This is an optimization exercise on Yosys and OpenROAD, whose aim is small area, not a production implementation.
The RTL was checked by simulation tests, not by an equivalence proof against the original design.
Power and IR drop assume default switching activity. No driver is modelled on the clock port, so clocking that relies on it looks cheaper here than on a real chip.

==> flow/design.v (excerpt) <==
module wb_top (
    input  logic                            clk,
    input  logic                            reset,
    input  logic                            i_req,
    output logic                            o_ack,
    input  wb_pkg::wb_op_t                  i_op0,
    input  wb_pkg::wb_op_t                  i_op1,
    input  logic [wb_pkg::REG_ADDR_W-1:0]   i_rdst0,
    input  logic [wb_pkg::REG_ADDR_W-1:0]   i_rdst1,
    input  logic [wb_pkg::XLEN-1:0]         i_data0,
    input  logic [wb_pkg::XLEN-1:0]         i_data1,
    input  logic [2*wb_pkg::XLEN-1:0]       i_prod0,
    input  logic [2*wb_pkg::XLEN-1:0]       i_prod1,
    input  logic [wb_pkg::REG_ADDR_W-1:0]   i_raddr,
    output logic [wb_pkg::XLEN-1:0]         o_rdata,
    output logic [wb_pkg::XLEN-1:0]         o_hi,
    output logic [wb_pkg::XLEN-1:0]         o_lo
);
For scale: roughly 2800 cells after synthesis, about 1100 flip-flops, ~310 I/O pins, about 45000 um2 of cells after synthesis.
==> flow/config.mk <==
export PLATFORM = sky130hd
export DESIGN_NAME = wb_top
export DESIGN_NICKNAME = wb_top
export VERILOG_FILES = /design/flow/design.v
export SDC_FILE = /design/flow/constraint.sdc
export NUM_CORES = 4
export LEC_CHECK = 0
export CAP_MARGIN = 10
export CORE_MARGIN = 2
export CORE_UTILIZATION = 60
export CTS_CLUSTER_DIAMETER = 100
export CTS_CLUSTER_SIZE = 30
export GPL_TIMING_DRIVEN = 0
export SLEW_MARGIN = 10
==> flow/constraint.sdc <==
create_clock -name core_clock -period 7.0 [get_ports {clk}]
set_input_delay 1.4000 -clock core_clock [delete_from_list [all_inputs] [get_ports {clk}]]
set_output_delay 1.4000 -clock core_clock [all_outputs]
set_load 0.01 [all_outputs]
standard.sh (not shown) runs the stock make flow with config.mk's settings and CLKGATE_MAP_FILE= SYNTH_SCRIPT=/design/flow/synth_recipe.tcl, a recipe that flattens the netlist after the stock synthesis.
==> flow/flow/run.sh <==
#!/bin/bash
# Standard synthesis and layout, with single-drive buffers on the ports
# (in place of the default delay-cell buffers) and no dummy clock loads.
set -euo pipefail
export BUFFER_PORTS_ARGS="-buffer_cell sky130_fd_sc_hd__buf_1"
export CTS_ARGS="-sink_clustering_enable -repair_clock_nets -dont_use_dummy_load -sink_clustering_size 30 -sink_clustering_max_diameter 100"
bash standard.sh finish \
    "BUFFER_PORTS_ARGS=$BUFFER_PORTS_ARGS" \
    "CTS_ARGS=$CTS_ARGS" > flow_standard.log 2>&1
The first run ran to the end with violations: capacitance limit, slew limit, setup timing.
Change:
--- a/flow/flow/run.sh
+++ b/flow/flow/run.sh
@@ -6 +6 @@
-export CTS_ARGS="-sink_clustering_enable -repair_clock_nets -dont_use_dummy_load -sink_clustering_size 30 -sink_clustering_max_diameter 100"
+export CTS_ARGS="-sink_clustering_enable -repair_clock_nets -dont_use_dummy_load -sink_clustering_size 25 -sink_clustering_max_diameter 100"
CAP_MARGIN = 5   (was 10)
CTS_CLUSTER_SIZE = 25   (was 30)
GPL_TIMING_DRIVEN = not set   (was 0)
SLEW_MARGIN = 5   (was 10)
=>
- The changed run passed the timing, design-rule and antenna checks
- routed wire length fell by roughly a tenth
- final area barely changes
- final cell count falls slightly
- clock skew went up by 23 ps
- via count decreases by a few percent
- critical path depth went down by 1

## v39
wb_top, a different RTL version from the one above (not shown whole).
Size in the first run: about 2500 cells after synthesis, about 1100 flip-flops, about 310 I/O pins, roughly 45000 µm² of cells after synthesis.
==> flow/config.mk <==
export PLATFORM = sky130hd
export DESIGN_NAME = wb_top
export DESIGN_NICKNAME = wb_top
export VERILOG_FILES = /design/flow/design.v
export SDC_FILE = /design/flow/constraint.sdc
export NUM_CORES = 4
export LEC_CHECK = 0
export CAP_MARGIN = 5
export CORE_MARGIN = 2
export CORE_UTILIZATION = 60
export CTS_CLUSTER_DIAMETER = 100
export CTS_CLUSTER_SIZE = 30
export SLEW_MARGIN = 5
export SYNTH_HIERARCHICAL = 1
export SYNTH_MINIMUM_KEEP_SIZE = 0
==> flow/constraint.sdc <==
create_clock -name core_clock -period 7.0 [get_ports {clk}]
set_input_delay 1.4000 -clock core_clock [delete_from_list [all_inputs] [get_ports {clk}]]
set_output_delay 1.4000 -clock core_clock [all_outputs]
set_load 0.01 [all_outputs]
==> flow/flow/run.sh <==
#!/bin/bash
# Standard synthesis and layout, with single-drive buffers on the ports
# (in place of the default delay-cell buffers) and no dummy clock loads.
set -euo pipefail
export BUFFER_PORTS_ARGS="-buffer_cell sky130_fd_sc_hd__buf_1"
export CTS_ARGS="-sink_clustering_enable -repair_clock_nets -dont_use_dummy_load -sink_clustering_size 30 -sink_clustering_max_diameter 100"
bash standard.sh finish \
    "BUFFER_PORTS_ARGS=$BUFFER_PORTS_ARGS" \
    "CTS_ARGS=$CTS_ARGS" > flow_standard.log 2>&1
#### Input delta (v43 over v39)
# v39
export LEC_CHECK = 0
export CAP_MARGIN = 5
export CORE_MARGIN = 2
export CORE_UTILIZATION = 60
export CTS_CLUSTER_DIAMETER = 100
export CTS_CLUSTER_SIZE = 30
export SLEW_MARGIN = 5
export SYNTH_HIERARCHICAL = 1
export SYNTH_MINIMUM_KEEP_SIZE = 0
create_clock -name core_clock -period 7.0 [get_ports {clk}]
# v43
export LEC_CHECK = 0
export CAP_MARGIN = 5
export CORE_MARGIN = 2
export CORE_UTILIZATION = 60
export CTS_BUF_LIST = sky130_fd_sc_hd__clkbuf_8
export CTS_CLUSTER_DIAMETER = 80
export CTS_CLUSTER_SIZE = 20
export SLEW_MARGIN = 5
export SYNTH_HIERARCHICAL = 1
export SYNTH_MINIMUM_KEEP_SIZE = 0
create_clock -name core_clock -period 7.0 [get_ports {clk}]
==> flow/flow/run.sh <==
#!/bin/bash
# Standard synthesis and layout, with single-drive buffers on the ports
# (in place of the default delay-cell buffers), no dummy clock loads, and
# power recovery (downsizing gates off the critical paths) after global route.
set -euo pipefail
export BUFFER_PORTS_ARGS="-buffer_cell sky130_fd_sc_hd__buf_1"
export CTS_ARGS="-sink_clustering_enable -repair_clock_nets -dont_use_dummy_load -sink_clustering_size 20 -sink_clustering_max_diameter 80 -buf_list sky130_fd_sc_hd__clkbuf_8"
bash standard.sh finish \
    "BUFFER_PORTS_ARGS=$BUFFER_PORTS_ARGS" \
    "CTS_ARGS=$CTS_ARGS" \
    "RECOVER_POWER=100" > flow_standard.log 2>&1
Findings:
- Completing all stages was not enough for v43: its layout failed the final checks because of capacitance limit, slew limit.
- Summary of the comparison: share of the clock period used by the worst path is higher in v43, relative to v39.
- Of the two candidates, v39 has the worse summed area of non-filler cells in the final layout and v43 the better one.
- Comparing v39 with v43, the die area came out essentially unchanged.
- Data-path buffer share of cell area in the final layout, v39 and v43, lower one = v43.
- According to the power report, total power for v43 is lower than for v39.
- Compared to v39, v43 shows a narrower setup margin.
Edits applied to the flow inputs when going from v43 to v26:
# v43
export LEC_CHECK = 0
export CAP_MARGIN = 5
export CORE_MARGIN = 2
export CORE_UTILIZATION = 60
export CTS_BUF_LIST = sky130_fd_sc_hd__clkbuf_8
export CTS_CLUSTER_DIAMETER = 80
export CTS_CLUSTER_SIZE = 20
export SLEW_MARGIN = 5
export SYNTH_HIERARCHICAL = 1
export SYNTH_MINIMUM_KEEP_SIZE = 0
create_clock -name core_clock -period 7.0 [get_ports {clk}]
# v26
export LEC_CHECK = 0
export CAP_MARGIN = 5
export CORE_MARGIN = 2
export CORE_UTILIZATION = 60
export CTS_BUF_LIST = sky130_fd_sc_hd__clkbuf_8
export CTS_CLUSTER_DIAMETER = 70
export CTS_CLUSTER_SIZE = 18
export SLEW_MARGIN = 5
export SYNTH_HIERARCHICAL = 1
export SYNTH_MINIMUM_KEEP_SIZE = 0
create_clock -name core_clock -period 7.0 [get_ports {clk}]
diff --git a/flow/flow/run.sh b/flow/flow/run.sh
--- a/flow/flow/run.sh
+++ b/flow/flow/run.sh
@@ -7 +7 @@
-export CTS_ARGS="-sink_clustering_enable -repair_clock_nets -dont_use_dummy_load -sink_clustering_size 20 -sink_clustering_max_diameter 80 -buf_list sky130_fd_sc_hd__clkbuf_8"
+export CTS_ARGS="-sink_clustering_enable -repair_clock_nets -dont_use_dummy_load -sink_clustering_size 18 -sink_clustering_max_diameter 70 -buf_list sky130_fd_sc_hd__clkbuf_8"
## What came out
In v26 the implementation completed, yet the final layout does not meet the checks, the culprit being capacitance limit, slew limit. v26: total of max-cap violations 1 below v43. The slack of the worst reg-to-reg path of v26 falls short of that of v43 by 20 ps. Sort v43 and v26 by leakage power summed over all cells, ascending, and v43 comes first. Re total power density per cell area: v43 and v26 aren't equal, and the lower value belongs to v43. v26 against v43; total power is up slightly. Looking at fraction of layout instances using a drive strength above 1, v26 sits 0.26 points above v43. Re final period demand of the worst path: v26 is 47 ps down on v43. Routed wire length: v43 vs v26 — no meaningful difference. Final cell count essentially unchanged between v26 and v43.
## Diff of input files: v59 against v26
# v26
export LEC_CHECK = 0
export CAP_MARGIN = 5
export CORE_MARGIN = 2
export CORE_UTILIZATION = 60
export CTS_BUF_LIST = sky130_fd_sc_hd__clkbuf_8
export CTS_CLUSTER_DIAMETER = 70
export CTS_CLUSTER_SIZE = 18
export SLEW_MARGIN = 5
export SYNTH_HIERARCHICAL = 1
export SYNTH_MINIMUM_KEEP_SIZE = 0
create_clock -name core_clock -period 7.0 [get_ports {clk}]
# v59
export LEC_CHECK = 0
export CAP_MARGIN = 5
export CORE_MARGIN = 2
export CORE_UTILIZATION = 60
export CTS_BUF_LIST = sky130_fd_sc_hd__clkbuf_8
export CTS_CLUSTER_DIAMETER = 80
export CTS_CLUSTER_SIZE = 20
export SLEW_MARGIN = 5
export SYNTH_HIERARCHICAL = 1
export SYNTH_MINIMUM_KEEP_SIZE = 0
create_clock -name core_clock -period 7.0 [get_ports {clk}]
==> flow/flow/run.sh <==
#!/bin/bash
# Standard synthesis and layout, with single-drive buffers on the ports
# (in place of the default delay-cell buffers) and no dummy clock loads.
set -euo pipefail
export BUFFER_PORTS_ARGS="-buffer_cell sky130_fd_sc_hd__buf_1"
export CTS_ARGS="-sink_clustering_enable -repair_clock_nets -dont_use_dummy_load -sink_clustering_size 20 -sink_clustering_max_diameter 80 -buf_list sky130_fd_sc_hd__clkbuf_8"
bash standard.sh finish \
    "BUFFER_PORTS_ARGS=$BUFFER_PORTS_ARGS" \
    "CTS_ARGS=$CTS_ARGS" > flow_standard.log 2>&1
## What came out
v59 ran to completion and came out clean on the timing, design-rule and antenna checks. Summary of v59 over v26: cell area power density fell by about 1.4%; sum of internal, switching and leakage power shows a reduction of about 0.8%; share of the cycle needed by the critical path after routing now smaller; fmax saw an increase; maximum single-stage delay on the critical path barely changed. Via count: v59 vs v26, no meaningful difference. Summary of v59 over v26: hold slack comparable, final count of hold timing violations comparable, portion of total power attributed to combinational logic now larger.

==> separate check: timing with driven ports <==
In the flow no input, the clock included, has a driving cell. The finished layouts below were timed again as built, in two steps. Step 1 (the two cells are an assumption about what drives the block):
set clk [get_ports {clk}]
set_driving_cell -lib_cell sky130_fd_sc_hd__clkbuf_16 $clk
set_driving_cell -lib_cell sky130_fd_sc_hd__buf_2 [delete_from_list [all_inputs] $clk]
Step 2 adds t to the input delays and takes it off the output delays; t is the mean of the earliest and latest rising clock arrival at the registers after step 1. Input paths then give back, and output paths get back, about the clock's delay inside the block. Slacks: no drivers / after step 1 / after step 2; pairs: no drivers / after step 1.
run	t, ns	setup slack, ns	worst hold slack (ns)	worst slew at a driven data input, ns
the first run of note 1	0.692	-0.074 / -0.169 / -0.420	0.498 / 0.498 / 0.498	0.15
the second run of note 1	0.700	0.646 / 0.559 / 0.447	0.529 / 0.529 / 0.529	0.11
v39	0.675	0.839 / 0.811 / 0.465	0.495 / 0.495 / 0.495	0.08
v43	0.728	0.473 / 0.441 / 0.046	0.494 / 0.494 / 0.494	0.08
v26	0.733	0.520 / 0.488 / -0.003	0.498 / 0.498 / 0.498	0.08
v59	0.734	0.818 / 0.789 / 0.458	0.498 / 0.498 / 0.498	0.08
The setup slack of v26, which loses most, moves by -0.032 ns with the drivers and by -0.523 ns with both steps.
